Source: an optimization exercise on an open RTL-to-GDS flow (aim: small area, a short achievable clock period and few clock cycles per item). Production flows keep margins and buffers that such runs may drop. In this exercise RTL edits were held to simulation tests only and were not proved equivalent to the original. Power and IR drop assume default switching activity.

===== flow/design.v =====
`timescale 1ns / 1ps
`default_nettype none
package ardt_pkg;
	localparam int ENTRIES    = 16;
	localparam int ADDR_WIDTH = 32;
	localparam int TAG_WIDTH  = 16;
	localparam int SLOT_W     = 4;
	localparam logic [1:0] OP_REGISTER   = 2'd0;
	localparam logic [1:0] OP_UNREGISTER = 2'd1;
	localparam logic [1:0] OP_DISPATCH   = 2'd2;
	localparam logic [1:0] STAT_OK       = 2'd0;
	localparam logic [1:0] STAT_MISS     = 2'd1;
	localparam logic [1:0] STAT_ZERO_LEN = 2'd2;
	localparam logic [1:0] STAT_FULL     = 2'd3;
endpackage
`default_nettype wire
`timescale 1ns / 1ps
`default_nettype none
module ardt_ge_leaf (
	input  logic [31:0] a,
	input  logic [31:0] nb,
	output logic [31:0] gn,
	output logic [31:0] pn
);
	assign gn = ~{a[31:1] & nb[31:1], a[0] | nb[0]};
	assign pn = ~(a | nb);
endmodule
module ardt_ge (
	input  logic [31:0] a,
	input  logic [31:0] nb,
	output logic        ge
);
	logic [31:0] g0, p0;
	logic [15:0] g1, p1;
	logic [7:0]  g2, p2;
	logic [3:0]  g3, p3;
	logic [1:0]  g4, p4;
	ardt_ge_leaf u_leaf (.a(a), .nb(nb), .gn(g0), .pn(p0));
	for (genvar i = 0; i < 16; i++) begin : g_l1
		ardt_gpn u_n (.ghn(g0[2*i+1]), .phn(p0[2*i+1]), .gln(g0[2*i]), .pln(p0[2*i]),
			.g(g1[i]), .p(p1[i]));
	end
	for (genvar i = 0; i < 8; i++) begin : g_l2
		ardt_gpi u_n (.gh(g1[2*i+1]), .ph(p1[2*i+1]), .gl(g1[2*i]), .pl(p1[2*i]),
			.gn(g2[i]), .pn(p2[i]));
	end
	for (genvar i = 0; i < 4; i++) begin : g_l3
		ardt_gpn u_n (.ghn(g2[2*i+1]), .phn(p2[2*i+1]), .gln(g2[2*i]), .pln(p2[2*i]),
			.g(g3[i]), .p(p3[i]));
	end
	for (genvar i = 0; i < 2; i++) begin : g_l4
		ardt_gpi u_n (.gh(g3[2*i+1]), .ph(p3[2*i+1]), .gl(g3[2*i]), .pl(p3[2*i]),
			.gn(g4[i]), .pn(p4[i]));
	end
	ardt_gn u_l5 (.ghn(g4[1]), .phn(p4[1]), .gln(g4[0]), .g(ge));
endmodule
module ardt_range_cmp (
	input  logic [31:0] addr,
	input  logic [31:0] nbase,
	input  logic [31:0] nlim,
	input  logic        wrap,
	input  logic        en,
	output logic        hit
);
	logic ge_base;
	logic ge_end;
	ardt_ge u_ge_base (.a(addr), .nb(nbase), .ge(ge_base));
	ardt_ge u_ge_end  (.a(addr), .nb(nlim),  .ge(ge_end));
	assign hit = en && (wrap ? (ge_base | !ge_end) : (ge_base & !ge_end));
endmodule
module ardt_gpi (
	input  logic gh,
	input  logic ph,
	input  logic gl,
	input  logic pl,
	output logic gn,
	output logic pn
);
	assign gn = ~(gh | (ph & gl));
	assign pn = ~(ph & pl);
endmodule
module ardt_gi (
	input  logic gh,
	input  logic ph,
	input  logic gl,
	output logic gn
);
	assign gn = ~(gh | (ph & gl));
endmodule
module ardt_gpn (
	input  logic ghn,
	input  logic phn,
	input  logic gln,
	input  logic pln,
	output logic g,
	output logic p
);
	assign g = ~(ghn & (phn | gln));
	assign p = ~(phn | pln);
endmodule
module ardt_gn (
	input  logic ghn,
	input  logic phn,
	input  logic gln,
	output logic g
);
	assign g = ~(ghn & (phn | gln));
endmodule
module ardt_add_leaf (
	input  logic [31:0] a,
	input  logic [31:0] b,
	output logic [31:0] gn,
	output logic [31:0] tn
);
	assign gn = ~(a & b);
	assign tn = ~(a | b);
endmodule
module ardt_add32 (
	input  logic [31:0] a,
	input  logic [31:0] b,
	output logic [31:0] ns,
	output logic        co
);
	logic [31:0] g [6];
	logic [31:0] t [6];
	ardt_add_leaf u_leaf (.a(a), .b(b), .gn(g[0]), .tn(t[0]));
	for (genvar l = 0; l < 5; l++) begin : g_lvl
		localparam int W = 1 << l;
		for (genvar i = 0; i < 32; i++) begin : g_bit
			if (i < W) begin : g_pass
				assign g[l+1][i] = ~g[l][i];
				assign t[l+1][i] = 1'b0;
			end else if (i < 2 * W) begin : g_last
				if (l % 2 == 1) begin : g_p
					ardt_gi u_g (.gh(g[l][i]), .ph(t[l][i]), .gl(g[l][i-W]), .gn(g[l+1][i]));
				end else begin : g_n
					ardt_gn u_g (.ghn(g[l][i]), .phn(t[l][i]), .gln(g[l][i-W]), .g(g[l+1][i]));
				end
				assign t[l+1][i] = 1'b0;
			end else begin : g_node
				if (l % 2 == 1) begin : g_p
					ardt_gpi u_gp (.gh(g[l][i]), .ph(t[l][i]), .gl(g[l][i-W]), .pl(t[l][i-W]),
						.gn(g[l+1][i]), .pn(t[l+1][i]));
				end else begin : g_n
					ardt_gpn u_gp (.ghn(g[l][i]), .phn(t[l][i]), .gln(g[l][i-W]), .pln(t[l][i-W]),
						.g(g[l+1][i]), .p(t[l+1][i]));
				end
			end
		end
	end
	logic [31:0] x;
	assign x = g[0] & ~t[0];
	assign ns = ~(x ^ {g[5][30:0], 1'b0});
	assign co = g[5][31];
endmodule
`default_nettype wire
`timescale 1ns / 1ps
`default_nettype none
module ardt_slot_mem (
	input  logic             clk,
	input  logic [15:0]      wr_sel,
	input  logic [31:0]      wr_nbase,
	input  logic [31:0]      wr_nlim,
	input  logic             wr_wrap,
	input  logic [15:0]      wr_tag,
	output logic [16*32-1:0] nbase_o,
	output logic [16*32-1:0] nlim_o,
	output logic [15:0]      wrap_o,
	output logic [16*16-1:0] tag_o
);
	logic [31:0] nbase_q [16];
	logic [31:0] nlim_q  [16];
	logic        wrap_q  [16];
	logic [15:0] tag_q   [16];
	always_ff @(posedge clk) begin
		for (int i = 0; i < 16; i++) begin
			if (wr_sel[i]) begin
				nbase_q[i] <= wr_nbase;
				nlim_q[i]  <= wr_nlim;
				wrap_q[i]  <= wr_wrap;
				tag_q[i]   <= wr_tag;
			end
		end
	end
	always_comb begin
		for (int i = 0; i < 16; i++) begin
			nbase_o[i*32 +: 32] = nbase_q[i];
			nlim_o[i*32 +: 32]  = nlim_q[i];
			wrap_o[i]           = wrap_q[i];
			tag_o[i*16 +: 16]   = tag_q[i];
		end
	end
endmodule
`default_nettype wire
`timescale 1ns / 1ps
`default_nettype none
module ardt_ctrl (
	input  logic        clk,
	input  logic        arst_n,
	input  logic        accept,
	output logic        req_ready,
	input  logic        push,
	input  logic [21:0] push_data,
	output logic        rsp_valid,
	input  logic        rsp_ready,
	output logic [21:0] rsp_data
);
	logic [21:0] ent_q [4];
	logic [3:0]  occ_q;      
	logic [2:0]  cnt_q;
	logic        ready_q;
	logic        pop;
	logic [2:0]  cnt_d;
	assign pop       = occ_q[0] && rsp_ready;
	assign rsp_valid = occ_q[0];
	assign rsp_data  = ent_q[0];
	assign req_ready = ready_q;
	always_comb begin
		cnt_d = cnt_q;
		if (accept && !pop) cnt_d = cnt_q + 3'd1;
		else if (!accept && pop) cnt_d = cnt_q - 3'd1;
	end
	always_ff @(posedge clk or negedge arst_n) begin
		if (!arst_n) begin
			occ_q   <= '0;
			cnt_q   <= '0;
			ready_q <= 1'b0;
		end else begin
			cnt_q   <= cnt_d;
			ready_q <= (cnt_d != 3'd4);
			if (pop && !push)      occ_q <= {1'b0, occ_q[3:1]};
			else if (push && !pop) occ_q <= {occ_q[2:0], 1'b1};
		end
	end
	always_ff @(posedge clk) begin
		if (pop) begin
			ent_q[0] <= (push && !occ_q[1]) ? push_data : ent_q[1];
			ent_q[1] <= (push && occ_q[1] && !occ_q[2]) ? push_data : ent_q[2];
			ent_q[2] <= (push && occ_q[2] && !occ_q[3]) ? push_data : ent_q[3];
			if (push && occ_q[3]) ent_q[3] <= push_data;
		end else if (push) begin
			if (!occ_q[0])             ent_q[0] <= push_data;
			if (occ_q[0] && !occ_q[1]) ent_q[1] <= push_data;
			if (occ_q[1] && !occ_q[2]) ent_q[2] <= push_data;
			if (occ_q[2] && !occ_q[3]) ent_q[3] <= push_data;
		end
	end
endmodule
`default_nettype wire
`timescale 1ns / 1ps
`default_nettype none
module address_region_dispatch_table (
	input  logic        clk,
	input  logic        arst_n,
	input  logic        req_valid,
	output logic        req_ready,
	input  logic [1:0]  req_opcode,
	input  logic [31:0] req_address,
	input  logic [31:0] req_length,
	input  logic [15:0] req_handler_tag,
	input  logic [3:0]  req_ticket,
	output logic        rsp_valid,
	input  logic        rsp_ready,
	output logic [1:0]  rsp_status,
	output logic [3:0]  rsp_ticket_out,
	output logic [15:0] rsp_tag_out
);
	logic accept;
	assign accept = req_valid && req_ready;
	logic        r_v;
	logic [1:0]  r_opcode;
	logic [31:0] r_address;
	logic [31:0] r_length;
	logic [15:0] r_tag;
	logic [3:0]  r_ticket;
	always_ff @(posedge clk or negedge arst_n) begin
		if (!arst_n) r_v <= 1'b0;
		else         r_v <= accept;
	end
	always_ff @(posedge clk) begin
		r_opcode  <= req_opcode;
		r_address <= req_address;
		r_length  <= req_length;
		r_tag     <= req_handler_tag;
		r_ticket  <= req_ticket;
	end
	logic [15:0]      valid_q;
	logic [15:0]      wr_sel;
	logic [16*32-1:0] nbase_a;
	logic [16*32-1:0] nlim_a;
	logic [15:0]      wrap_a;
	logic [16*16-1:0] tag_a;
	logic [31:0]      wr_nlim;
	logic             wr_wrap;
	ardt_add32 u_add (.a(r_address), .b(r_length), .ns(wr_nlim), .co(wr_wrap));
	ardt_slot_mem u_slot_mem (
		.clk      (clk),
		.wr_sel   (wr_sel),
		.wr_nbase (~r_address),
		.wr_nlim  (wr_nlim),
		.wr_wrap  (wr_wrap),
		.wr_tag   (r_tag),
		.nbase_o  (nbase_a),
		.nlim_o   (nlim_a),
		.wrap_o   (wrap_a),
		.tag_o    (tag_a)
	);
	logic        is_reg, is_unreg, is_disp, len_zero;
	logic [15:0] hit;
	logic [15:0] free_first;
	logic [15:0] tk_dec;
	logic [15:0] cand;
	logic [1:0]  st_none;
	assign is_reg   = (r_opcode == ardt_pkg::OP_REGISTER);
	assign is_unreg = (r_opcode == ardt_pkg::OP_UNREGISTER);
	assign is_disp  = (r_opcode == ardt_pkg::OP_DISPATCH);
	assign len_zero = (r_length == 32'd0);
	for (genvar i = 0; i < 16; i++) begin : g_cmp
		logic h;
		ardt_range_cmp u_cmp (
			.addr  (r_address),
			.nbase (nbase_a[i*32 +: 32]),
			.nlim  (nlim_a[i*32 +: 32]),
			.wrap  (wrap_a[i]),
			.en    (is_disp && valid_q[i]),
			.hit   (h)
		);
		assign hit[i] = h;
	end
	logic [15:0] free_next;
	logic [15:0] below;
	logic        tk_below;
	always_comb begin
		for (int i = 0; i < 16; i++) begin
			free_next[i] = !valid_q[i] && !free_first[i];
			for (int j = 0; j < i; j++) if (!valid_q[j] && !free_first[j]) free_next[i] = 1'b0;
			below[i] = 1'b1;
			for (int j = 0; j <= i; j++) if (free_first[j]) below[i] = 1'b0;
			tk_dec[i] = (r_ticket == 4'(i));
		end
	end
	assign tk_below = below[r_ticket];
	assign wr_sel   = free_first;
	assign cand = hit | ({16{is_reg && !len_zero}} & free_first)
		| ({16{is_unreg}} & tk_dec & valid_q);
	always_comb begin
		if (is_reg) st_none = len_zero ? ardt_pkg::STAT_ZERO_LEN : ardt_pkg::STAT_FULL;
		else        st_none = ardt_pkg::STAT_MISS;
	end
	always_ff @(posedge clk or negedge arst_n) begin
		if (!arst_n) begin
			valid_q    <= '0;
			free_first <= 16'd1;
		end else if (r_v) begin
			if (is_reg && !len_zero) begin
				valid_q    <= valid_q | free_first;
				free_first <= free_next;
			end else if (is_unreg) begin
				valid_q <= valid_q & ~tk_dec;
				if (tk_below) free_first <= tk_dec;
			end
		end
	end
	logic        s_v;
	logic [15:0] s_cand;
	logic [1:0]  s_st;
	logic        s_unreg;
	logic [3:0]  s_tk;
	always_ff @(posedge clk or negedge arst_n) begin
		if (!arst_n) s_v <= 1'b0;
		else         s_v <= r_v;
	end
	always_ff @(posedge clk) begin
		s_cand  <= cand;
		s_st    <= st_none;
		s_unreg <= is_unreg;
		s_tk    <= r_ticket;
	end
	logic [15:0] pick;
	logic [3:0]  pick_idx;
	logic [15:0] pick_tag;
	logic [21:0] res;
	always_comb begin
		pick_idx = 4'd0;
		pick_tag = 16'd0;
		for (int i = 0; i < 16; i++) begin
			pick[i] = s_cand[i];
			for (int j = 0; j < i; j++) if (s_cand[j]) pick[i] = 1'b0;
			if (pick[i]) pick_idx = pick_idx | 4'(i);
			pick_tag = pick_tag | ({16{pick[i]}} & tag_a[i*16 +: 16]);
		end
	end
	assign res[21:20] = (s_cand != 16'd0) ? ardt_pkg::STAT_OK : s_st;
	assign res[19:16] = s_unreg ? s_tk : pick_idx;
	assign res[15:0]  = pick_tag;
	logic [21:0] rsp_data;
	ardt_ctrl u_ctrl (
		.clk       (clk),
		.arst_n    (arst_n),
		.accept    (accept),
		.req_ready (req_ready),
		.push      (s_v),
		.push_data (res),
		.rsp_valid (rsp_valid),
		.rsp_ready (rsp_ready),
		.rsp_data  (rsp_data)
	);
	assign rsp_status     = rsp_data[21:20];
	assign rsp_ticket_out = rsp_data[19:16];
	assign rsp_tag_out    = rsp_data[15:0];
endmodule
`default_nettype wire

===== flow/flow/run.sh =====
#!/bin/bash
# Standard layout, except that after the standard synthesis the delay cells
# (clkdlybuf4s*, dlygate*, dlymetal*) are added to the don't-use list, so the
# resizer does not pick them as port or repair buffers. Synthesis itself is
# the standard one, run unchanged. Each step's full output goes to its own
# log file in this folder. Clock tree synthesis runs with the usual clusters
# of up to 20 flip-flops per clkbuf_16 but without dummy loads.
set -uo pipefail
DU_BASE="sky130_fd_sc_hd__probe_p_8 sky130_fd_sc_hd__probec_p_8 sky130_fd_sc_hd__lpflow_bleeder_1 sky130_fd_sc_hd__lpflow_clkbufkapwr_1 sky130_fd_sc_hd__lpflow_clkbufkapwr_16 sky130_fd_sc_hd__lpflow_clkbufkapwr_2 sky130_fd_sc_hd__lpflow_clkbufkapwr_4 sky130_fd_sc_hd__lpflow_clkbufkapwr_8 sky130_fd_sc_hd__lpflow_clkinvkapwr_1 sky130_fd_sc_hd__lpflow_clkinvkapwr_16 sky130_fd_sc_hd__lpflow_clkinvkapwr_2 sky130_fd_sc_hd__lpflow_clkinvkapwr_4 sky130_fd_sc_hd__lpflow_clkinvkapwr_8 sky130_fd_sc_hd__lpflow_decapkapwr_12 sky130_fd_sc_hd__lpflow_decapkapwr_3 sky130_fd_sc_hd__lpflow_decapkapwr_4 sky130_fd_sc_hd__lpflow_decapkapwr_6 sky130_fd_sc_hd__lpflow_decapkapwr_8 sky130_fd_sc_hd__lpflow_inputiso0n_1 sky130_fd_sc_hd__lpflow_inputiso0p_1 sky130_fd_sc_hd__lpflow_inputiso1n_1 sky130_fd_sc_hd__lpflow_inputiso1p_1 sky130_fd_sc_hd__lpflow_inputisolatch_1 sky130_fd_sc_hd__lpflow_isobufsrc_1 sky130_fd_sc_hd__lpflow_isobufsrc_16 sky130_fd_sc_hd__lpflow_isobufsrc_2 sky130_fd_sc_hd__lpflow_isobufsrc_4 sky130_fd_sc_hd__lpflow_isobufsrc_8 sky130_fd_sc_hd__lpflow_isobufsrckapwr_16 sky130_fd_sc_hd__lpflow_lsbuf_lh_hl_isowell_tap_1 sky130_fd_sc_hd__lpflow_lsbuf_lh_hl_isowell_tap_2 sky130_fd_sc_hd__lpflow_lsbuf_lh_hl_isowell_tap_4 sky130_fd_sc_hd__lpflow_lsbuf_lh_isowell_4 sky130_fd_sc_hd__lpflow_lsbuf_lh_isowell_tap_1 sky130_fd_sc_hd__lpflow_lsbuf_lh_isowell_tap_2 sky130_fd_sc_hd__lpflow_lsbuf_lh_isowell_tap_4 "
DU_DELAY="sky130_fd_sc_hd__clkdlybuf4s15_1 sky130_fd_sc_hd__clkdlybuf4s15_2 sky130_fd_sc_hd__clkdlybuf4s18_1 sky130_fd_sc_hd__clkdlybuf4s18_2 sky130_fd_sc_hd__clkdlybuf4s25_1 sky130_fd_sc_hd__clkdlybuf4s25_2 sky130_fd_sc_hd__clkdlybuf4s50_1 sky130_fd_sc_hd__clkdlybuf4s50_2 sky130_fd_sc_hd__dlygate4sd1_1 sky130_fd_sc_hd__dlygate4sd2_1 sky130_fd_sc_hd__dlygate4sd3_1 sky130_fd_sc_hd__dlymetal6s2s_1 sky130_fd_sc_hd__dlymetal6s4s_1 sky130_fd_sc_hd__dlymetal6s6s_1"
bash standard.sh synth > synth.log 2>&1 || { tail -50 synth.log; exit 1; }
CTS="-sink_clustering_enable -repair_clock_nets -sink_clustering_size 20 -sink_clustering_max_diameter 60 -buf_list sky130_fd_sc_hd__clkbuf_16 -dont_use_dummy_load"
bash standard.sh "DONT_USE_CELLS=$DU_BASE $DU_DELAY" "CTS_ARGS=$CTS" finish > layout.log 2>&1 || { tail -50 layout.log; exit 1; }
test -f out/final.def || { echo "no final.def"; exit 1; }

===== flow/standard.sh =====
#!/bin/bash
# synth_recipe.tcl (not shown) runs the flow's synth.tcl, then flattens the netlist and writes it again
# the make line also repeats each setting of config.mk as NAME=value (left out here)
make -C /OpenROAD-flow-scripts/flow DESIGN_CONFIG=/design/flow/config.mk WORK_HOME=/design/flow/orfs CLKGATE_MAP_FILE= SYNTH_SCRIPT=/design/flow/synth_recipe.tcl "${@:-finish}"

===== flow/config.mk =====
export PLATFORM = sky130hd
export DESIGN_NAME = address_region_dispatch_table
export DESIGN_NICKNAME = address_region_dispatch_table
export VERILOG_FILES = /design/flow/design.v
export SDC_FILE = /design/flow/constraint.sdc
export NUM_CORES = 4
export LEC_CHECK = 0
export CAP_MARGIN = 20
export CORE_MARGIN = 2
export CORE_UTILIZATION = 70
export SETUP_SLACK_MARGIN = 3.4
export SLEW_MARGIN = 20
export SYNTH_HIERARCHICAL = 1
export TNS_END_PERCENT = 30

===== flow/constraint.sdc =====
create_clock -name core_clock -period 6.0 [get_ports {clk}]
set_input_delay 1.2000 -clock core_clock [delete_from_list [all_inputs] [get_ports {clk}]]
set_output_delay 1.2000 -clock core_clock [all_outputs]
set_load 0.01 [all_outputs]

==> flow_summary.ini, run 1 <==
[critical_path]
arrival_ns = 3.14
max_stage_delay_ns = 0.94
required_ns = 6.32
worstSetupStartpointType = register
critPathMaxFanout = 16
path_common_cell = nor2_1
crit_slowest_cell = xnor2_2
worst_setup_path_end_kind = register
path_buf_inv = 0
path_cells = nor2_1 -> nor2_1 -> nand2_1 -> nor2_1 -> a21oi_2 -> xnor2_2
cp_top_family = XOR/XNOR gates
crit_type = register to register

[global_routing]
grt.overflow.total = 0
grt_usage_pct = 39.5
grt_max_degree = 68
grt_pass1_wl_mm = 306
grt_pass1_vias = 49800
antenna_found_initial = 9

[floorplanning]
rows = 117
fp.dieW_um = 324
io_pins = 114
die_area_mm2 = 0.105
fp.coreArea_mm2 = 0.102
initial_core_util_pct = 70.6
die_h_um = 324

[route]
dr_total_vias = 53000
routed_wl_mm = 214
drtIter0Drc = 6434
first_pass_iters = 10
vias_per_cell = 6.43
drt-wirelength-per-cell_um = 25.9
drc_errors = 0
ant_nets = 0

[sta]
period_minus_slack_ns = 2.81
maxSlewViolCount = 0
hold_violations = 0
finalSetupViolCount = 0
rsz0062_at_grt = yes
final.period_utilization_pct = 46.9
worst_clock_skew_ns = 0.0819
relSlewSlack_pct = 11.3
tns_ns = 0
worst_slew_pin_slew_ns = 1.33
fmax_mhz = 355

[clock_tree]
clkTransAtPathRegs_ns = 0.08
cts_sinks = 1535
clockBufferDepth = 3
cts_root_buffer = clkbuf_16
htreeDepth = 3
cts.hold.buffers_added = 0
cts_tree = yes
numCtsBuffers = 110
insertion_delay_ns = 0.74

[yosys]
syn_nets = 6597
synthesis.area_mm2 = 0.0719
synth.avg_cell_area_um2 = 11.1
postSynthCellCount = 6503
yosysWarnings = 19

[power_and_ir_drop]
power_density_mw_per_mm2 = 351
p_leak_nw = 28.2
ir_drop_v = 0.000364
finalPower_mw = 27.9

[cells_and_area]
areaGrowthSynthToFinish_pct = 10.5
final_util_pct = 78.1
nets = 6971
drive_above_1_share_pct = 24.0

[job]
maxCapViolations = 0

[hold_path]
min_path_type = register to register

[place]
dpl.hpwl_mm = 130
gp_congestion = 0.968
io_buffers = 113

[outcome]
status = timing/DRC/antenna clean
worst reg2reg max path, stage by stage (launching register included):
cell and delay [ns]:
dfxtp_2 0.53, nor2_1 0.22, nor2_1 0.27, nand2_1 0.15, nor2_1 0.20, a21oi_2 0.13
xnor2_2 0.94
routing by layer:
metal | wire, um | vias up | global-route usage [%] | share of wire (%)
met1 | 76100 | 25600 | 49.9 | 36
met4 | 15800 | 10 | 26.1 | 7.4
met3 | 23100 | 703 | 8.03 | 11
li1 | - | 23600 | - | -
met5 | 65 | - | 0 | 0.030
met2 | 98900 | 3170 | 62.5 | 46
metrics by stage:
stage                     area [um2]  std cells  setup slack [ns]  hold WS [ns]
after floorplan                72100       6503              2.89         0.329
after global placement         74400       7997              2.57         0.460
after detailed placement       74400       7997              2.48         0.463
after CTS                      78400       8172              3.09         0.479
after global routing           79400       8244              3.11         0.490
final                          79400       8250              3.19         0.482
path summary, 6_finish.rpt:
| kind | from | end | slack [ns] | cells past startpoint |
|---|---|---|---|---|
| max | r_address[8]$_DFF_P_ | u_slot_mem.nlim_q[9][9]$_DFFE_PP_ | 3.19 | 6 |
| min | u_ctrl.cnt_q[2]$_DFF_PN0_ | u_ctrl.cnt_q[2]$_DFF_PN0_ | 0.48 | 1 |
| max reg2reg | r_address[8]$_DFF_P_ | u_slot_mem.nlim_q[9][9]$_DFFE_PP_ | 3.19 | 6 |
| min reg2reg | u_ctrl.cnt_q[2]$_DFF_PN0_ | u_ctrl.cnt_q[2]$_DFF_PN0_ | 0.48 | 1 |
| max in group asynchronous | arst_n | free_first[9]$_DFFE_PN0P_ | 4.08 | 2 |
| min in group asynchronous | arst_n | u_ctrl.ready_q$_DFF_PN0_ | 0.56 | 1 |
cell usage in the layout, fill, tap and decap left out, types with 22 or more instances in the layout:
cell,n
a21oi_1,40
a21oi_2,366
a222oi_1,30
a22oi_1,26
a31oi_1,34
buf_1,154
buf_12,27
buf_2,73
buf_4,27
clkbuf_16,113
dfrtp_1,26
dfxtp_1,70
dfxtp_4,26
edfxtp_1,1384
inv_1,52
mux2_2,25
mux2_4,63
nand2_1,1421
nor2_1,1701
nor2b_4,23
nor3_1,24
o21ai_0,22
o21ai_1,30
o21ai_2,703
sequential cells by signal, summed over array words and instances (netlist names), 16 cells and up:
signal / flops
u_slot_mem.nbase_q: 512
u_slot_mem.nlim_q: 512
u_slot_mem.tag_q: 256
u_ctrl.ent_q: 88
r_address: 32
r_length: 32
free_first: 16
r_tag: 16
s_cand: 16
u_slot_mem.wrap_q: 16
valid_q: 16
where the power goes:
| group | total, mW | internal [mW] | switching (mW) |
|---|---|---|---|
| combinational | 6.64 | 2.18 | 4.45 |
| sequential | 14.6 | 13.7 | 0.900 |
| clock | 6.58 | 3.21 | 3.37 |
| total | 27.9 | 19.1 | 8.72 |
area by class of cell:
| class | instances | area (um2) |
|---|---|---|
| Multi-Input combinational cell | 4841 | 27400 |
| Clock buffer | 110 | 2750 |
| Timing Repair Buffer | 334 | 2360 |
| Sequential cell | 1535 | 45000 |
| Antenna cell | 7 | 17.5 |
| Fill cell | 6186 | 22300 |
| Inverter | 55 | 214 |
| Tap cell | 1368 | 1710 |
repair_timing:
item                                    4_1_cts  5_1_grt
pin swaps                                    10       13
setup buffers                                62       67
gates cloned                                  3        3
endpoints found under the setup margin      632      497
gates resized for setup                     185       97
Testbench counts, summed over its fixed seeds: cycles 16,024, items 16,000.
==> run 2, diff against run 1 <==
--- a/flow/design.v
+++ b/flow/design.v
@@ -17,13 +17,4 @@
 `timescale 1ns / 1ps
 `default_nettype none
-module ardt_ge_leaf (
-	input  logic [31:0] a,
-	input  logic [31:0] nb,
-	output logic [31:0] gn,
-	output logic [31:0] pn
-);
-	assign gn = ~{a[31:1] & nb[31:1], a[0] | nb[0]};
-	assign pn = ~(a | nb);
-endmodule
 module ardt_ge (
 	input  logic [31:0] a,
@@ -31,27 +22,18 @@
 	output logic        ge
 );
-	logic [31:0] g0, p0;
-	logic [15:0] g1, p1;
-	logic [7:0]  g2, p2;
-	logic [3:0]  g3, p3;
-	logic [1:0]  g4, p4;
-	ardt_ge_leaf u_leaf (.a(a), .nb(nb), .gn(g0), .pn(p0));
-	for (genvar i = 0; i < 16; i++) begin : g_l1
-		ardt_gpn u_n (.ghn(g0[2*i+1]), .phn(p0[2*i+1]), .gln(g0[2*i]), .pln(p0[2*i]),
-			.g(g1[i]), .p(p1[i]));
-	end
-	for (genvar i = 0; i < 8; i++) begin : g_l2
-		ardt_gpi u_n (.gh(g1[2*i+1]), .ph(p1[2*i+1]), .gl(g1[2*i]), .pl(p1[2*i]),
-			.gn(g2[i]), .pn(p2[i]));
-	end
-	for (genvar i = 0; i < 4; i++) begin : g_l3
-		ardt_gpn u_n (.ghn(g2[2*i+1]), .phn(p2[2*i+1]), .gln(g2[2*i]), .pln(p2[2*i]),
-			.g(g3[i]), .p(p3[i]));
-	end
-	for (genvar i = 0; i < 2; i++) begin : g_l4
-		ardt_gpi u_n (.gh(g3[2*i+1]), .ph(p3[2*i+1]), .gl(g3[2*i]), .pl(p3[2*i]),
-			.gn(g4[i]), .pn(p4[i]));
+	always_comb begin
+		logic [31:0] g, p;
+		g = a & nb;
+		p = a | nb;
+		for (int w = 1; w < 32; w = w * 2) begin
+			for (int i = 0; i < 32; i++) begin
+				if ((i % (2 * w)) == (2 * w - 1)) begin
+					g[i] = g[i] | (p[i] & g[i - w]);
+					p[i] = p[i] & p[i - w];
+				end
+			end
+		end
+		ge = g[31] | p[31];
 	end
-	ardt_gn u_l5 (.ghn(g4[1]), .phn(p4[1]), .gln(g4[0]), .g(ge));
 endmodule
 module ardt_range_cmp (
@@ -206,14 +188,31 @@
 	output logic [21:0] rsp_data
 );
-	logic [21:0] ent_q [4];
-	logic [3:0]  occ_q;      
+	logic [21:0] head_q;
+	logic        head_v_q;
+	logic [21:0] ring_q [3];
+	logic [2:0]  wr_q;       
+	logic [2:0]  rd_q;       
+	logic [1:0]  fill_q;     
 	logic [2:0]  cnt_q;
 	logic        ready_q;
 	logic        pop;
+	logic        ring_empty;
+	logic        head_take_new;
+	logic        head_take_ring;
+	logic        ring_keep;
+	logic [21:0] ring_out;
 	logic [2:0]  cnt_d;
-	assign pop       = occ_q[0] && rsp_ready;
-	assign rsp_valid = occ_q[0];
-	assign rsp_data  = ent_q[0];
-	assign req_ready = ready_q;
+	assign pop        = head_v_q && rsp_ready;
+	assign ring_empty = (fill_q == 2'd0);
+	assign rsp_valid  = head_v_q;
+	assign rsp_data   = head_q;
+	assign req_ready  = ready_q;
+	assign head_take_ring = pop && !ring_empty;
+	assign head_take_new  = push && ring_empty && (!head_v_q || pop);
+	assign ring_keep      = push && !head_take_new;
+	always_comb begin
+		ring_out = '0;
+		for (int i = 0; i < 3; i++) if (rd_q[i]) ring_out = ring_out | ring_q[i];
+	end
 	always_comb begin
 		cnt_d = cnt_q;
@@ -223,26 +222,23 @@
 	always_ff @(posedge clk or negedge arst_n) begin
 		if (!arst_n) begin
-			occ_q   <= '0;
-			cnt_q   <= '0;
-			ready_q <= 1'b0;
+			head_v_q <= 1'b0;
+			wr_q     <= 3'b001;
+			rd_q     <= 3'b001;
+			fill_q   <= 2'd0;
+			cnt_q    <= '0;
+			ready_q  <= 1'b0;
 		end else begin
-			cnt_q   <= cnt_d;
-			ready_q <= (cnt_d != 3'd4);
-			if (pop && !push)      occ_q <= {1'b0, occ_q[3:1]};
-			else if (push && !pop) occ_q <= {occ_q[2:0], 1'b1};
+			cnt_q    <= cnt_d;
+			ready_q  <= (cnt_d != 3'd4);
+			head_v_q <= head_take_new || head_take_ring || (head_v_q && !pop);
+			if (ring_keep)      wr_q <= {wr_q[1:0], wr_q[2]};
+			if (head_take_ring) rd_q <= {rd_q[1:0], rd_q[2]};
+			if (ring_keep && !head_take_ring)      fill_q <= fill_q + 2'd1;
+			else if (!ring_keep && head_take_ring) fill_q <= fill_q - 2'd1;
 		end
 	end
 	always_ff @(posedge clk) begin
-		if (pop) begin
-			ent_q[0] <= (push && !occ_q[1]) ? push_data : ent_q[1];
-			ent_q[1] <= (push && occ_q[1] && !occ_q[2]) ? push_data : ent_q[2];
-			ent_q[2] <= (push && occ_q[2] && !occ_q[3]) ? push_data : ent_q[3];
-			if (push && occ_q[3]) ent_q[3] <= push_data;
-		end else if (push) begin
-			if (!occ_q[0])             ent_q[0] <= push_data;
-			if (occ_q[0] && !occ_q[1]) ent_q[1] <= push_data;
-			if (occ_q[1] && !occ_q[2]) ent_q[2] <= push_data;
-			if (occ_q[2] && !occ_q[3]) ent_q[3] <= push_data;
-		end
+		if (head_take_new || head_take_ring) head_q <= ring_empty ? push_data : ring_out;
+		for (int i = 0; i < 3; i++) if (push && wr_q[i]) ring_q[i] <= push_data;
 	end
 endmodule
==> flow/flow/run.sh (replaced) <==
#!/bin/bash
# Standard layout, except that after the standard synthesis the delay cells
# (clkdlybuf4s*, dlygate*, dlymetal*) are added to the don't-use list, so the
# resizer does not pick them as port or repair buffers. Synthesis itself is
# the standard one, run unchanged. Each step's full output goes to its own
# log file in this folder. Clock tree synthesis runs with the usual clusters
# of up to 14 flip-flops per clkbuf_8 but without dummy loads.
set -uo pipefail
DU_BASE="sky130_fd_sc_hd__probe_p_8 sky130_fd_sc_hd__probec_p_8 sky130_fd_sc_hd__lpflow_bleeder_1 sky130_fd_sc_hd__lpflow_clkbufkapwr_1 sky130_fd_sc_hd__lpflow_clkbufkapwr_16 sky130_fd_sc_hd__lpflow_clkbufkapwr_2 sky130_fd_sc_hd__lpflow_clkbufkapwr_4 sky130_fd_sc_hd__lpflow_clkbufkapwr_8 sky130_fd_sc_hd__lpflow_clkinvkapwr_1 sky130_fd_sc_hd__lpflow_clkinvkapwr_16 sky130_fd_sc_hd__lpflow_clkinvkapwr_2 sky130_fd_sc_hd__lpflow_clkinvkapwr_4 sky130_fd_sc_hd__lpflow_clkinvkapwr_8 sky130_fd_sc_hd__lpflow_decapkapwr_12 sky130_fd_sc_hd__lpflow_decapkapwr_3 sky130_fd_sc_hd__lpflow_decapkapwr_4 sky130_fd_sc_hd__lpflow_decapkapwr_6 sky130_fd_sc_hd__lpflow_decapkapwr_8 sky130_fd_sc_hd__lpflow_inputiso0n_1 sky130_fd_sc_hd__lpflow_inputiso0p_1 sky130_fd_sc_hd__lpflow_inputiso1n_1 sky130_fd_sc_hd__lpflow_inputiso1p_1 sky130_fd_sc_hd__lpflow_inputisolatch_1 sky130_fd_sc_hd__lpflow_isobufsrc_1 sky130_fd_sc_hd__lpflow_isobufsrc_16 sky130_fd_sc_hd__lpflow_isobufsrc_2 sky130_fd_sc_hd__lpflow_isobufsrc_4 sky130_fd_sc_hd__lpflow_isobufsrc_8 sky130_fd_sc_hd__lpflow_isobufsrckapwr_16 sky130_fd_sc_hd__lpflow_lsbuf_lh_hl_isowell_tap_1 sky130_fd_sc_hd__lpflow_lsbuf_lh_hl_isowell_tap_2 sky130_fd_sc_hd__lpflow_lsbuf_lh_hl_isowell_tap_4 sky130_fd_sc_hd__lpflow_lsbuf_lh_isowell_4 sky130_fd_sc_hd__lpflow_lsbuf_lh_isowell_tap_1 sky130_fd_sc_hd__lpflow_lsbuf_lh_isowell_tap_2 sky130_fd_sc_hd__lpflow_lsbuf_lh_isowell_tap_4 "
DU_DELAY="sky130_fd_sc_hd__clkdlybuf4s15_1 sky130_fd_sc_hd__clkdlybuf4s15_2 sky130_fd_sc_hd__clkdlybuf4s18_1 sky130_fd_sc_hd__clkdlybuf4s18_2 sky130_fd_sc_hd__clkdlybuf4s25_1 sky130_fd_sc_hd__clkdlybuf4s25_2 sky130_fd_sc_hd__clkdlybuf4s50_1 sky130_fd_sc_hd__clkdlybuf4s50_2 sky130_fd_sc_hd__dlygate4sd1_1 sky130_fd_sc_hd__dlygate4sd2_1 sky130_fd_sc_hd__dlygate4sd3_1 sky130_fd_sc_hd__dlymetal6s2s_1 sky130_fd_sc_hd__dlymetal6s4s_1 sky130_fd_sc_hd__dlymetal6s6s_1"
bash standard.sh synth > synth.log 2>&1 || { tail -50 synth.log; exit 1; }
CTS="-sink_clustering_enable -repair_clock_nets -sink_clustering_size 14 -sink_clustering_max_diameter 50 -buf_list sky130_fd_sc_hd__clkbuf_8 -dont_use_dummy_load"
bash standard.sh "DONT_USE_CELLS=$DU_BASE $DU_DELAY" "CTS_ARGS=$CTS" finish > layout.log 2>&1 || { tail -50 layout.log; exit 1; }
test -f out/final.def || { echo "no final.def"; exit 1; }
==> run 2 against run 1 <==
Still clean. Sequential share of layout area up 2.9 points. Maximum frequency is 2.8% lower. Via count fell by 1.4%. Clock power down 16%. Combinational power down 11%. First-iteration DRC count increased by 44%. Flip-flop and latch count is 5 higher. Worst hold slack worse by 0.065 ns. Cell area down 4.6%. Critical path depth is 3 lower. Sequential power hardly changed. Critical endpoint is now u_slot_mem.wrap_q[0]$_DFFE_PP_. Highest routed layer unchanged.
==> flow_summary.ini, run 2 <==
[critical_path]
worst_setup_path_end_kind = register
critPathMaxFanout = 18
path_common_cell = buf_1
worstRegToRegCells = 3
required_ns = 6.46
worstSetupStartpointType = register
crit_type = register to register
r2r_setup_slack_ns = 3.10
path_cells = buf_1 -> buf_1 -> buf_2
max_stage_delay_ns = 0.80
arrival_ns = 3.35
reg2reg_from = free_first[0]$_DFFE_PN1P_
crit_slowest_cell = buf_1
rr_endpoint = u_slot_mem.wrap_q[0]$_DFFE_PP_

[power_and_ir_drop]
finalPower_mw = 25.9
power_switching_mw = 8.34
p_leak_nw = 24.1
clkPwrFrac_pct = 21.3
switching_share_pct = 32.2
p_comb_share_pct = 22.7
p_int_mw = 17.6
ir_drop_v = 0.000263
p_seq_share_pct = 56.0
power_density_mw_per_mm2 = 342

[route]
dr_total_vias = 52300
drc_errors = 0
first_pass_iters = 7
drt-wirelength-per-cell_um = 35.1
routed_wl_mm = 234
vias_per_cell = 7.84
drtIter0Drc = 9264
ant_nets = 0

[yosys]
synth.lib_cells_used.distinct = 85
syn_nets = 4974
synth_compound_area_share_pct = 23.7
ys_top_cells_by_count = edfxtp_1, nor2_1, a21oi_1
ys_seq_area_share_pct = 66.1
synth.most_common_cell = edfxtp_1
yosysWarnings = 20
muxShareOfSynthArea_pct = 0.626
postSynthCellCount = 4881
synth_xor_area_share_pct = 0.565
synth_area_leaders = edfxtp_1, dfxtp_1, a31oi_1
synth_top_cell_by_area = edfxtp_1
synth_edf_count = 1384
yosys.area_share.simple_pct = 7.55
synth_top_family_by_area = compound AO/OA/AOI/OAI gates
synth_fa_ha_area_share_pct = 0.600
synth.avg_cell_area_um2 = 13.9
synth-main-ff-cell = edfxtp_1
synthesis.area_mm2 = 0.0680
synthArstFlopShare_pct = 3.05
synth_seq_cells = 1540
synth_top_area_share_pct = 61.1

[sta]
hold_violations = 0
worst_slew_pin_slew_ns = 1.45
maxSlewViolCount = 0
worst_clock_skew_ns = 0.0825
whs_ns = 0.417
rsz0062_at_grt = yes
finalSetupViolCount = 0
final.period_utilization_pct = 48.3
period_minus_slack_ns = 2.90
relSlewSlack_pct = 3.00
tns_ns = 0
setup_ws_ns = 3.10
fmax_mhz = 345

[hold_path]
min_path_type = input pin to register
whs_endpoint = r_length[29]$_DFF_P_
hold_start = req_length[29]
worstHoldPathCells = 1

[place]
post_dp_cell_area_mm2 = 0.0704
io_buffers = 113
gp_congestion = 0.966
dpl.hpwl_mm = 126
post-place-ws_ns = 2.33

[global_routing]
grt_pass1_wl_mm = 315
antenna_found_initial = 8
grt_usage_pct = 44.4
grt.overflow.total = 0
grt_max_degree = 86
grt_pass1_vias = 47500

[outcome]
status = timing/DRC/antenna clean

[clock_tree]
insertion_delay_ns = 0.87
numCtsBuffers = 148
htreeDepth = 4
cts_tree = yes
clockBufferDepth = 3
cts.hold.buffers_added = 0
clkTransAtPathRegs_ns = 0.08
cts_sinks = 1540
cts_root_buffer = clkbuf_8

[floorplanning]
rows = 114
die_h_um = 316
initial_core_util_pct = 70.5
die_area_mm2 = 0.0996
fp.coreArea_mm2 = 0.0964
io_pins = 114
fp.dieW_um = 316

[cells_and_area]
drive_above_1_share_pct = 20.0
fill_cells = 5668
largestRegisters = u_slot_mem.nbase_q (512), u_slot_mem.nlim_q (512), u_slot_mem.tag_q (256)
mostFrequentLayoutCells = edfxtp_1, nor2_1, a21oi_1
stdcell_area_mm2 = 0.0758
areaGrowthSynthToFinish_pct = 11.5
layout_commonest_cell = edfxtp_1
nets = 5482

[job]
maxCapViolations = 0
==> run 2: layout make-up <==
type                    instances  area, um2  area share [%]
flip-flops and latches       1540      45100            59.5
multi-input cells            3212      23600            31.1
repair buffers                435       3230            4.27
clock buffers                 148       2040            2.69
well taps                    1276       1600            2.11
inverters                      52        195           0.258
diodes                          6       15.0          0.0198
==> run 2: metrics by stage <==
step | utilization [%] | instances
after floorplan | - | 4881
after global placement | 72.9 | 6287
after detailed placement | 73.0 | 6289
after CTS | 76.7 | 6549
after global routing | 78.6 | 6668
final | 78.6 | 6669
==> run 2: logic make-up after synthesis <==
kind of cell / Yosys count
AO/OA/AOI/OAI: 2183
XOR/XNOR: 37
adder cells (fa/ha/maj): 36
multiplexers: 39
buffers and inverters: 130
AND/OR/NAND/NOR: 916
flip-flops: 1540
==> run 2: metal layers <==
metal	vias up	GRT usage, %	routed length, um
met5	-	0	29
met3	951	15.1	38700
li1	21400	-	-
met1	25200	57.3	76000
met2	4726	65.3	99700
met4	4	27.9	19400
==> run 2: timing repair <==
action | in CTS | in global routing
setup buffers | 110 | 101
gates resized for setup | 243 | 218
pin swaps | 21 | 73
cloned | 2 | 12
setup endpoints to repair | 674 | 454
==> run 2: worst max path at each step <==
| stage | from | endpoint | slack [ns] | cells past startpoint |
|---|---|---|---|---|
| global placement | r_length[25]$_DFF_P_ | u_slot_mem.nlim_q[14][28]$_DFFE_PP_ | 2.25 | 8 |
| finish | free_first[0]$_DFFE_PN1P_ | u_slot_mem.wrap_q[0]$_DFFE_PP_ | 3.10 | 3 |
| detailed placement | r_address[1]$_DFF_P_ | u_slot_mem.wrap_q[14]$_DFFE_PP_ | 2.33 | 7 |
| CTS | u_ctrl.fill_q[0]$_DFFE_PN0P_ | u_ctrl.head_q[10]$_DFFE_PP_ | 3.27 | 4 |
| floorplan | free_first[0]$_DFFE_PN1P_ | free_first[14]$_DFFE_PN0P_ | 2.89 | 7 |
| global route | free_first[0]$_DFFE_PN1P_ | u_slot_mem.wrap_q[0]$_DFFE_PP_ | 3.20 | 3 |
==> run 2: Yosys stat by module (local to each module, per instance) <==
module | flip-flops and latches | cell area (um2) | cells | copies in the design
ardt_slot_mem | 1296 | 39000 | 1312 | 1
address_region_dispatch_table | 143 | 6560 | 723 | 1
ardt_ctrl | 101 | 3780 | 228 | 1
ardt_add32 | 0 | 795 | 71 | 1
ardt_ge | 0 | 495 | 69 | 32
ardt_add_leaf | 0 | 240 | 64 | 1
ardt_range_cmp | 0 | 18.8 | 3 | 16
ardt_gpi | 0 | 12.5 | 2 | 44
ardt_gpn | 0 | 12.5 | 2 | 54
ardt_gi | 0 | 8.76 | 1 | 10
ardt_gn | 0 | 5.00 | 1 | 21
==> run 2: worst max-delay path, delay by kind of cell, from the launching register on <==
kind	cells	cell delay, ns
flops	1	0.63
buf+inv	3	1.88
==> run 2: power by group through the flow <==
stage / combinational, mW / clock (mW) / sequential (mW)
after CTS: 5.21 / 5.50 / 14.5
final: 5.88 / 5.52 / 14.5
after global routing: 6.09 / 5.87 / 14.6
after detailed placement: 4.19 / 0 / 15.3
after global placement: 4.06 / 0 / 15.2
after floorplan: 2.55 / 0 / 15.0
Testbench counts of run 2, summed over its fixed seeds: cycles 16,024, items 16,000.
==> run 3, diff against run 2 <==
--- a/flow/design.v
+++ b/flow/design.v
@@ -196,4 +196,5 @@
 	logic [2:0]  cnt_q;
 	logic        ready_q;
+	logic        rsp_valid_q;    
 	logic        pop;
 	logic        ring_empty;
@@ -205,5 +206,5 @@
 	assign pop        = head_v_q && rsp_ready;
 	assign ring_empty = (fill_q == 2'd0);
-	assign rsp_valid  = head_v_q;
+	assign rsp_valid  = rsp_valid_q;
 	assign rsp_data   = head_q;
 	assign req_ready  = ready_q;
@@ -222,5 +223,6 @@
 	always_ff @(posedge clk or negedge arst_n) begin
 		if (!arst_n) begin
-			head_v_q <= 1'b0;
+			head_v_q    <= 1'b0;
+			rsp_valid_q <= 1'b0;
 			wr_q     <= 3'b001;
 			rd_q     <= 3'b001;
@@ -232,4 +234,5 @@
 			ready_q  <= (cnt_d != 3'd4);
 			head_v_q <= head_take_new || head_take_ring || (head_v_q && !pop);
+			rsp_valid_q <= (head_v_q && !rsp_ready) || push || !ring_empty;
 			if (ring_keep)      wr_q <= {wr_q[1:0], wr_q[2]};
 			if (head_take_ring) rd_q <= {rd_q[1:0], rd_q[2]};
==> flow/flow/run.sh (replaced) <==
#!/bin/bash
# Standard layout, except that after the standard synthesis the delay cells
# (clkdlybuf4s*, dlygate*, dlymetal*) are added to the don't-use list, so the
# resizer does not pick them as port or repair buffers. Synthesis itself is
# the standard one, run unchanged. Each step's full output goes to its own
# log file in this folder. Clock tree synthesis runs with the usual clusters
# of up to 20 flip-flops per clkbuf_16 but without dummy loads.
set -uo pipefail
DU_BASE="sky130_fd_sc_hd__probe_p_8 sky130_fd_sc_hd__probec_p_8 sky130_fd_sc_hd__lpflow_bleeder_1 sky130_fd_sc_hd__lpflow_clkbufkapwr_1 sky130_fd_sc_hd__lpflow_clkbufkapwr_16 sky130_fd_sc_hd__lpflow_clkbufkapwr_2 sky130_fd_sc_hd__lpflow_clkbufkapwr_4 sky130_fd_sc_hd__lpflow_clkbufkapwr_8 sky130_fd_sc_hd__lpflow_clkinvkapwr_1 sky130_fd_sc_hd__lpflow_clkinvkapwr_16 sky130_fd_sc_hd__lpflow_clkinvkapwr_2 sky130_fd_sc_hd__lpflow_clkinvkapwr_4 sky130_fd_sc_hd__lpflow_clkinvkapwr_8 sky130_fd_sc_hd__lpflow_decapkapwr_12 sky130_fd_sc_hd__lpflow_decapkapwr_3 sky130_fd_sc_hd__lpflow_decapkapwr_4 sky130_fd_sc_hd__lpflow_decapkapwr_6 sky130_fd_sc_hd__lpflow_decapkapwr_8 sky130_fd_sc_hd__lpflow_inputiso0n_1 sky130_fd_sc_hd__lpflow_inputiso0p_1 sky130_fd_sc_hd__lpflow_inputiso1n_1 sky130_fd_sc_hd__lpflow_inputiso1p_1 sky130_fd_sc_hd__lpflow_inputisolatch_1 sky130_fd_sc_hd__lpflow_isobufsrc_1 sky130_fd_sc_hd__lpflow_isobufsrc_16 sky130_fd_sc_hd__lpflow_isobufsrc_2 sky130_fd_sc_hd__lpflow_isobufsrc_4 sky130_fd_sc_hd__lpflow_isobufsrc_8 sky130_fd_sc_hd__lpflow_isobufsrckapwr_16 sky130_fd_sc_hd__lpflow_lsbuf_lh_hl_isowell_tap_1 sky130_fd_sc_hd__lpflow_lsbuf_lh_hl_isowell_tap_2 sky130_fd_sc_hd__lpflow_lsbuf_lh_hl_isowell_tap_4 sky130_fd_sc_hd__lpflow_lsbuf_lh_isowell_4 sky130_fd_sc_hd__lpflow_lsbuf_lh_isowell_tap_1 sky130_fd_sc_hd__lpflow_lsbuf_lh_isowell_tap_2 sky130_fd_sc_hd__lpflow_lsbuf_lh_isowell_tap_4 "
DU_DELAY="sky130_fd_sc_hd__clkdlybuf4s15_1 sky130_fd_sc_hd__clkdlybuf4s15_2 sky130_fd_sc_hd__clkdlybuf4s18_1 sky130_fd_sc_hd__clkdlybuf4s18_2 sky130_fd_sc_hd__clkdlybuf4s25_1 sky130_fd_sc_hd__clkdlybuf4s25_2 sky130_fd_sc_hd__clkdlybuf4s50_1 sky130_fd_sc_hd__clkdlybuf4s50_2 sky130_fd_sc_hd__dlygate4sd1_1 sky130_fd_sc_hd__dlygate4sd2_1 sky130_fd_sc_hd__dlygate4sd3_1 sky130_fd_sc_hd__dlymetal6s2s_1 sky130_fd_sc_hd__dlymetal6s4s_1 sky130_fd_sc_hd__dlymetal6s6s_1"
bash standard.sh synth > synth.log 2>&1 || { tail -50 synth.log; exit 1; }
CTS="-sink_clustering_enable -repair_clock_nets -sink_clustering_size 20 -sink_clustering_max_diameter 60 -buf_list sky130_fd_sc_hd__clkbuf_16 -dont_use_dummy_load"
bash standard.sh "DONT_USE_CELLS=$DU_BASE $DU_DELAY" "CTS_ARGS=$CTS" finish > layout.log 2>&1 || { tail -50 layout.log; exit 1; }
test -f out/final.def || { echo "no final.def"; exit 1; }
==> run 3 against run 2 <==
Critical path depth rose by 7. Global-route usage is 2.2 points lower. Sequential power hardly changed. Cell area rose by 0.52%. Worst hold slack better by 0.063 ns. Register-to-register slack better by 0.18 ns. Maximum frequency grew 6.6%. Synthesized cell count barely moved. Routed wire length down 4.4%. Worst setup slack improved by 0.18 ns. Highest routed layer unchanged.
==> flow_summary.ini, run 3 <==
[yosys]
synth.most_common_cell = edfxtp_1
yosysWarnings = 20
ys_top_cells_by_count = edfxtp_1, nor2_1, a21oi_1
synthesis.area_mm2 = 0.0680
syn_nets = 4972
synth_seq_cells = 1541
synth_area_leaders = edfxtp_1, dfxtp_1, a31oi_1
ys_seq_area_share_pct = 66.1
synth-main-ff-cell = edfxtp_1
synth.avg_cell_area_um2 = 13.9
postSynthCellCount = 4879
synth.lib_cells_used.distinct = 85
synthArstFlopShare_pct = 3.11
synth_edf_count = 1384
synth_top_cell_by_area = edfxtp_1
synth_top_area_share_pct = 61.1

[critical_path]
worst_setup_path_end_kind = register
required_ns = 6.64
worstSetupStartpointType = register
crit_slowest_cell = nor4_4
critPathMaxFanout = 8
arrival_ns = 3.36
path_buf_inv = 1
crit_type = register to register
cp_top_family = compound AO/OA/AOI/OAI gates
path_cells = buf_2 -> o22a_1 -> o21ai_1 -> nor4_4 -> a311oi_2 -> nand3_1 -> o21bai_1 -> a21boi_1 -> a31oi_1 -> nand2_1
r2r_setup_slack_ns = 3.28
max_stage_delay_ns = 0.52

[floorplanning]
io_pins = 114
fp.dieW_um = 316
die_area_mm2 = 0.0997
fp.coreArea_mm2 = 0.0964
die_h_um = 316
initial_core_util_pct = 70.5
rows = 114

[route]
vias_per_cell = 7.69
drc_errors = 0
dr_total_vias = 51000
drtIter0Drc = 8998
ant_nets = 0
routed_wl_mm = 223
drt-wirelength-per-cell_um = 33.7
first_pass_iters = 7

[clock_tree]
cts_tree = yes
cts.hold.buffers_added = 0
clkTransAtPathRegs_ns = 0.08
numCtsBuffers = 109
cts_sinks = 1541
clockBufferDepth = 3
htreeDepth = 3
insertion_delay_ns = 0.75
cts_root_buffer = clkbuf_16

[global_routing]
grt.overflow.total = 0
grt_pass1_wl_mm = 303
grt_usage_pct = 42.2
grt_pass1_vias = 46200
antenna_found_initial = 21
grt_max_degree = 71

[cells_and_area]
layout_commonest_cell = edfxtp_1
areaGrowthSynthToFinish_pct = 12.0
drive_above_1_share_pct = 18.7
fill_cells = 5508
stdcell_area_mm2 = 0.0762
nets = 5442
largestRegisters = u_slot_mem.nbase_q (512), u_slot_mem.nlim_q (512), u_slot_mem.tag_q (256)
mostFrequentLayoutCells = edfxtp_1, nor2_1, a21oi_1

[sta]
maxSlewViolCount = 0
finalSetupViolCount = 0
fmax_mhz = 368
final.period_utilization_pct = 45.3
worst_clock_skew_ns = 0.0981
period_minus_slack_ns = 2.72
rsz0062_at_grt = yes
relSlewSlack_pct = 19.8
tns_ns = 0
worst_slew_pin_slew_ns = 1.20
setup_ws_ns = 3.28
hold_violations = 0

[place]
post-place-ws_ns = 2.14
io_buffers = 113
post_dp_cell_area_mm2 = 0.0704
gp_congestion = 0.966
dpl.hpwl_mm = 124

[job]
maxCapViolations = 0

[power_and_ir_drop]
ir_drop_v = 0.000279
p_leak_nw = 24.3
power_density_mw_per_mm2 = 351

[outcome]
status = timing/DRC/antenna clean

[hold_path]
min_path_type = register to register
## run 3: modules after synthesis (local to each module, per instance)
module                         cells inside  copies in the design  flip-flops and latches
address_region_dispatch_table           723                     1                     143
ardt_add32                               71                     1                       0
ardt_add_leaf                            64                     1                       0
ardt_ctrl                               226                     1                     102
ardt_ge                                  69                    32                       0
ardt_gi                                   1                    10                       0
ardt_gn                                   1                    21                       0
ardt_gpi                                  2                    44                       0
ardt_gpn                                  2                    54                       0
ardt_range_cmp                            3                    16                       0
ardt_slot_mem                          1312                     1                    1296
## run 3: cells by family after synthesis
kind of cell	synth area share (%)
AOI/OAI and AO/OA	23.7
xor gates and xnor gates	0.552
adders and majority gates	0.600
buffers and inverters	0.859
DFF	66.1
muxes	0.611
and+or+nand+nor	7.57
## run 3: layout make-up
class | instances | area, um2 | share of cell area (%)
flip-flops and latches | 1541 | 45100 | 59.3
multi-input cells | 3211 | 23500 | 30.8
repair buffers | 433 | 3010 | 3.95
clock buffers | 109 | 2730 | 3.58
well taps | 1276 | 1600 | 2.10
inverters | 53 | 199 | 0.261
diodes | 8 | 20.0 | 0.0263
## run 3: worst paths after layout
check                                                 end                       from  cells after the start
worst min-delay path            u_ctrl.cnt_q[2]$_DFF_PN0_  u_ctrl.cnt_q[2]$_DFF_PN0_                      1
worst max register to register          s_cand[0]$_DFF_P_      r_address[30]$_DFF_P_                     10
min in group asynchronous         valid_q[11]$_DFFE_PN0P_                     arst_n                      1
max in group asynchronous       free_first[4]$_DFFE_PN0P_                     arst_n                      2
worst max-delay path                    s_cand[0]$_DFF_P_      r_address[30]$_DFF_P_                     10
worst min register to register  u_ctrl.cnt_q[2]$_DFF_PN0_  u_ctrl.cnt_q[2]$_DFF_PN0_                      1
## run 3: metrics by stage
step                      util (%)  hold WS (ns)  total power [mW]  instances
final                         79.0         0.480              26.7       6631
after global placement        73.0         0.467              19.1       6287
after CTS                     77.0         0.479              26.0       6485
after floorplan                  -         0.329              17.4       4879
after global routing          79.0         0.504              27.4       6624
after detailed placement      73.0         0.466              19.3       6291
## run 3: worst register-to-register path: stages, from the launching register on
cell	delay, ns
dfxtp_4	0.49
buf_2	0.35
o22a_1	0.17
o21ai_1	0.12
nor4_4	0.52
a311oi_2	0.28
nand3_1	0.24
o21bai_1	0.16
a21boi_1	0.10
a31oi_1	0.15
nand2_1	0.07
## run 3: power breakdown
part           internal [mW]  switching, mW
Sequential              13.6          0.897
Clock                   3.18           3.37
Combinational           1.75           3.95
## run 3: routing by layer
metal  GRT usage [%]  up-vias  wire length [um]
li1                -    21400                 -
met1            55.5    24700             75200
met2            62.8     4062             96900
met3            13.0      773             34600
met4            24.8       22             16400
met5               0        -               299
## run 3: repair_timing
action                                  4_1_cts  5_1_grt
hold endpoints to repair                      0        0
pin swaps                                    10       63
endpoints found under the setup margin      689      409
gates resized for setup                     152      253
cloned                                        2        2
setup buffers                                83      133
Testbench counts of run 3, summed over its fixed seeds: cycles 16,024, items 16,000.
==> run 4, diff against run 3 <==
--- a/flow/config.mk
+++ b/flow/config.mk
@@ -9,5 +9,5 @@
 export CORE_MARGIN = 2
 export CORE_UTILIZATION = 70
-export SETUP_SLACK_MARGIN = 3.4
+export SETUP_SLACK_MARGIN = 3.45
 export SLEW_MARGIN = 20
 export SYNTH_HIERARCHICAL = 1
==> run 4 against run 3 <==
Largest cell class unchanged. Worst setup slack got worse by 0.076 ns. Sequential power barely moved. Worst hold slack got worse by 0.088 ns. First-iteration DRC count rose by 0.18%. Critical path type unchanged. Total power rose by 1.5%. Via count rose by 2.3%.
==> flow_summary.ini, run 4 <==
[route]
dr_total_vias = 52200
drc_errors = 0
ant_nets = 0
routed_wl_mm = 231
vias_per_cell = 7.80
drtIter0Drc = 9014
drt-wirelength-per-cell_um = 34.6
first_pass_iters = 8

[cells_and_area]
mostFrequentLayoutCells = edfxtp_1, nor2_1, a21oi_1
final_util_pct = 79.8
layout_commonest_cell = edfxtp_1
areaGrowthSynthToFinish_pct = 13.2
largestRegisters = u_slot_mem.nbase_q (512), u_slot_mem.nlim_q (512), u_slot_mem.tag_q (256)
nets = 5497
drive_above_1_share_pct = 20.2
final_cells = 6687
stdcell_area_mm2 = 0.0770

[sta]
relSlewSlack_pct = 8.03
fmax_mhz = 358
maxSlewViolCount = 0
tns_ns = 0
worst_clock_skew_ns = 0.0913
rsz0062_at_grt = yes
final.period_utilization_pct = 46.5
hold_violations = 0
worst_slew_pin_slew_ns = 1.38
period_minus_slack_ns = 2.79
finalSetupViolCount = 0

[yosys]
synth_top_cell_by_area = edfxtp_1
synth_compound_area_share_pct = 23.7
syn_nets = 4972
ys_top_cells_by_count = edfxtp_1, nor2_1, a21oi_1
synth-main-ff-cell = edfxtp_1
postSynthCellCount = 4879
ys_seq_area_share_pct = 66.1
synth_seq_cells = 1541
synth.avg_cell_area_um2 = 13.9
synthArstFlopShare_pct = 3.11
synth_top_area_share_pct = 61.1
synth.most_common_cell = edfxtp_1
synth_fa_ha_area_share_pct = 0.600
synth_top_family_by_area = compound AO/OA/AOI/OAI gates
yosys.area_share.simple_pct = 7.57
synth_edf_count = 1384
yosysWarnings = 20
synth_xor_area_share_pct = 0.552
synth.lib_cells_used.distinct = 85
synthesis.area_mm2 = 0.0680
muxShareOfSynthArea_pct = 0.611
synth_area_leaders = edfxtp_1, dfxtp_1, a31oi_1

[outcome]
status = timing/DRC/antenna clean

[clock_tree]
cts_tree = yes
htreeDepth = 3
cts_root_buffer = clkbuf_16
clockBufferDepth = 3
insertion_delay_ns = 0.76
cts.hold.buffers_added = 0
cts_sinks = 1541
numCtsBuffers = 113
clkTransAtPathRegs_ns = 0.08

[power_and_ir_drop]
p_leak_nw = 24.7
power_density_mw_per_mm2 = 352
ir_drop_v = 0.000344
power_switching_mw = 8.39
clkPwrFrac_pct = 24.8
switching_share_pct = 30.9
p_int_mw = 18.7
p_seq_share_pct = 53.3
p_comb_share_pct = 21.9

[floorplanning]
fp.coreArea_mm2 = 0.0964
die_h_um = 316
io_pins = 114
rows = 114
initial_core_util_pct = 70.5
die_area_mm2 = 0.0997
fp.dieW_um = 316

[place]
io_buffers = 113
dp_cells = 6282
dpl.hpwl_mm = 121
post_dp_cell_area_mm2 = 0.0704
gp_congestion = 0.910

[global_routing]
antenna_found_initial = 14
grt_pass1_wl_mm = 314
grt.overflow.total = 0
grt_usage_pct = 43.9
grt_pass1_vias = 47700
grt_max_degree = 91

[job]
maxCapViolations = 0

[critical_path]
worstSetupStartpointType = register
arrival_ns = 3.11
worst_setup_path_end_kind = register
critPathMaxFanout = 32
required_ns = 6.32
crit_type = register to register

[hold_path]
min_path_type = input pin to async pin
run 4: cell types whose count changed in the layout (fill, tap and decap cells not counted), moves of 8 or more:
cell | before | now
o21ai_2 | 85 | 93
o22ai_2 | 16 | 24
o22ai_1 | 114 | 105
buf_2 | 74 | 97
buf_1 | 177 | 186
buf_12 | 13 | 21
buf_6 | 61 | 79
clkbuf_4 | 38 | 28
run 4: metrics by stage:
step           hold slack (ns)  worst slack [ns]  total power [mW]
6_report                 0.393              3.21              27.1
2_1_floorplan            0.329              2.89              17.4
4_1_cts                  0.475              3.16              26.3
5_1_grt                  0.394              3.22              27.7
3_3_place_gp             0.472              2.49              19.1
3_5_place_dp             0.475              2.24              19.3
run 4: cell type report:
cell class	count	area, um2
Antenna cell	9	22.5
Clock buffer	113	2830
Fill cell	5358	19500
Inverter	53	199
Multi-Input combinational cell	3210	23700
Sequential cell	1541	45100
Tap cell	1276	1600
Timing Repair Buffer	485	3490
run 4: power by group through the flow:
stage               Combinational, mW  Sequential, mW  Clock [mW]
floorplan                        2.50            14.9           0
global placement                 3.93            15.1           0
detailed placement               4.06            15.2           0
CTS                              5.09            14.6        6.67
global route                     6.16            14.5        7.05
finish                           5.94            14.5        6.71
run 4: critical path, cell delays in order (launching register included):
cell     delay [ns]
dfstp_4        0.63
buf_1          0.89
buf_2          0.83
run 4: cell families after synthesis:
family,Yosys count
XOR/XNOR,36
multiplexers,38
buffers and inverters,129
AO/OA/AOI/OAI,2182
AND/OR/NAND/NOR,917
flip-flops,1541
adder cells (fa/ha/maj),36
run 4: layer usage:
layer / track usage (%) / part of all wire, % / routed length (um)
met5: 0 / 0.017 / 40
met4: 27.3 / 8.1 / 18700
met3: 12.3 / 15 / 35700
met2: 66.5 / 44 / 102000
met1: 56.6 / 33 / 75400
run 4: path summary, 6_finish.rpt:
kind	startpoint	to	slack (ns)	depth (start not counted)
max	free_first[0]$_DFFE_PN1P_	u_slot_mem.nlim_q[0][0]$_DFFE_PP_	3.21	2
min	arst_n	free_first[14]$_DFFE_PN0P_	0.39	1
max reg2reg	free_first[0]$_DFFE_PN1P_	u_slot_mem.nlim_q[0][0]$_DFFE_PP_	3.21	2
min reg2reg	u_ctrl.cnt_q[2]$_DFF_PN0_	u_ctrl.cnt_q[2]$_DFF_PN0_	0.49	1
max in group asynchronous	arst_n	u_ctrl.cnt_q[2]$_DFF_PN0_	4.76	2
min in group core_clock	u_ctrl.cnt_q[2]$_DFF_PN0_	u_ctrl.cnt_q[2]$_DFF_PN0_	0.49	1
run 4: repair_timing:
| action | CTS | global route |
|---|---|---|
| buffers inserted | 150 | 124 |
| hold endpoints to repair | 0 | 0 |
| pin swaps | 41 | 82 |
| endpoints found under the setup margin | 744 | 425 |
| gates resized for setup | 278 | 194 |
| cloned | 3 | 5 |
run 4: Yosys stat by module (local to each module, per instance):
module,cell area (um2),cells inside
ardt_add32,795,71
ardt_ge,495,69
ardt_add_leaf,240,64
ardt_gi,8.76,1
ardt_range_cmp,18.8,3
ardt_gn,5.00,1
ardt_gpn,12.5,2
ardt_slot_mem,39000,1312
ardt_gpi,12.5,2
ardt_ctrl,3800,226
address_region_dispatch_table,6560,723
==> run 5, diff against run 4 <==
--- a/flow/config.mk
+++ b/flow/config.mk
@@ -9,6 +9,6 @@
 export CORE_MARGIN = 2
 export CORE_UTILIZATION = 70
-export SETUP_SLACK_MARGIN = 3.45
+export SETUP_SLACK_MARGIN = 3.5
 export SLEW_MARGIN = 20
 export SYNTH_HIERARCHICAL = 1
-export TNS_END_PERCENT = 30
+export TNS_END_PERCENT = 50
==> run 5 against run 4 <==
Highest routed layer unchanged. Die area is the same. Synthesized cell count is the same. Worst setup slack better by 0.082 ns. Sequential power is essentially flat. Utilization grew 2.3 points. Flip-flop and latch count unchanged. Synthesized area stayed put. Cell count is 1.5% higher. Global-route usage increased by 2.3 points. Critical endpoint is now s_cand[9]$_DFF_P_. Cell area increased by 2.9%. Non-clock buffer count increased by 103. Register-to-register slack better by 0.08 ns.
==> flow_summary.ini, run 5 <==
[outcome]
status = timing/DRC/antenna clean

[route]
vias_per_cell = 7.98

[job]
maxCapViolations = 0

[floorplanning]
fp.coreArea_mm2 = 0.0964

[yosys]
synthesis.area_mm2 = 0.0680
synth_top_cell_by_area = edfxtp_1
synth_top_area_share_pct = 61.1
ys_top_cells_by_count = edfxtp_1, nor2_1, a21oi_1

[power_and_ir_drop]
finalPower_mw = 27.5
p_leak_nw = 25.6

[clock_tree]
cts_tree = yes
numCtsBuffers = 114
clockBufferDepth = 3

[cells_and_area]
nets = 5602
mostFrequentLayoutCells = edfxtp_1, nor2_1, a21oi_1
final_util_pct = 82.2

[sta]
hold_violations = 0
relSlewSlack_pct = 19.1

[critical_path]
arrival_ns = 3.31
crit_slowest_cell = dfxtp_4
crit_type = register to register
path_cells = buf_1 -> buf_1 -> and2_1 -> maj3_2 -> o21a_1 -> o211ai_1 -> nand3_2 -> o21bai_1 -> a21boi_1 -> a31oi_1 -> nand2_1

[hold_path]
min_path_type = register to register
## run 5: cell count changes in the layout (fill, tap and decap cells not counted), moves of 18 or more
cell,before,now
o22ai_1,105,84
buf_1,186,213
o21ai_1,76,58
buf_12,21,41
buf_8,16,35
clkbuf_4,28,10
## run 5: kinds of logic (layout without fill, tap and decap cells)
logic type / after synthesis / in the layout
AO/OA/AOI/OAI: 2182 / 2182
XOR/XNOR: 36 / 36
adder cells (fa/ha/maj): 36 / 36
buffers and inverters: 129 / 755
flip-flops: 1541 / 1541
multiplexers: 38 / 38
other: 0 / 4
AND/OR/NAND/NOR: 917 / 919
## run 5: per-stage QoR
| step | worst slack [ns] | hold slack (ns) |
|---|---|---|
| 3_3_place_gp | 2.47 | 0.465 |
| 6_report | 3.29 | 0.474 |
| 3_5_place_dp | 2.32 | 0.465 |
| 2_1_floorplan | 2.89 | 0.329 |
| 4_1_cts | 3.25 | 0.479 |
| 5_1_grt | 3.28 | 0.502 |
## run 5: final timing paths
kind	from	to	slack [ns]	depth (start not counted)
setup reg to reg	r_address[2]$_DFF_P_	s_cand[9]$_DFF_P_	3.29	11
hold / removal	u_ctrl.cnt_q[2]$_DFF_PN0_	u_ctrl.cnt_q[2]$_DFF_PN0_	0.47	1
hold reg to reg	u_ctrl.cnt_q[2]$_DFF_PN0_	u_ctrl.cnt_q[2]$_DFF_PN0_	0.47	1
min in group asynchronous	arst_n	u_ctrl.ready_q$_DFF_PN0_	0.54	1
max in group asynchronous	arst_n	free_first[13]$_DFFE_PN0P_	4.36	2
setup / recovery	r_address[2]$_DFF_P_	s_cand[9]$_DFF_P_	3.29	11
## run 5: what timing repair did
action	in CTS	in global routing
pin swaps	72	159
setup endpoints to repair	771	416
cloned	6	23
endpoints found under the hold margin	0	0
hold buffers	0	0
buffers inserted	195	169
resized for setup	372	272
## run 5: modules after synthesis (local to each module, per instance)
module                         area (um2)  cells inside  copies in the design
address_region_dispatch_table        6560           723                     1
ardt_add32                            795            71                     1
ardt_add_leaf                         240            64                     1
ardt_ctrl                            3800           226                     1
ardt_ge                               495            69                    32
ardt_gi                              8.76             1                    10
ardt_gn                              5.00             1                    21
ardt_gpi                             12.5             2                    44
ardt_gpn                             12.5             2                    54
ardt_range_cmp                       18.8             3                    16
ardt_slot_mem                       39000          1312                     1
## run 5: power breakdown
group	internal [mW]	switching (mW)
logic	2.05	4.25
registers	13.6	0.894
clock network	3.32	3.45
total	18.9	8.60
## run 5: worst reg2reg max path, cell delays in order (launching register included)
cell and delay, ns:
dfxtp_4 0.39, buf_1 0.20, buf_1 0.16, and2_1 0.16, maj3_2 0.29, o21a_1 0.18
o211ai_1 0.38, nand3_2 0.28, o21bai_1 0.21, a21boi_1 0.09, a31oi_1 0.14, nand2_1 0.08
## run 5: final cells by class
type / count / area [um2] / share of cell area (%)
Clock buffer: 114 / 2850 / 3.60
Timing Repair Buffer: 588 / 4910 / 6.20
Tap cell: 1276 / 1600 / 2.02
Multi-Input combinational cell: 3211 / 24500 / 30.9
Sequential cell: 1541 / 45100 / 57.0
Inverter: 53 / 199 / 0.251
Antenna cell: 4 / 10.0 / 0.0126
## run 5: metal layers
layer  global-route usage (%)  wire, um  vias to the layer above
met5                        0        83                        -
met4                     33.8     24200                       12
met3                     14.9     41600                     1231
met2                     68.1    106000                     5210
met1                     57.8     76000                    26000
li1                         -         -                    21700

Setup slack of run 5, layout unchanged: 3.289 ns with ideal ports, 3.289 ns with driving cells assumed (clock clkbuf_16, inputs buf_2), 3.209 ns with port delays also shifted by the 0.796 ns mid clock arrival.
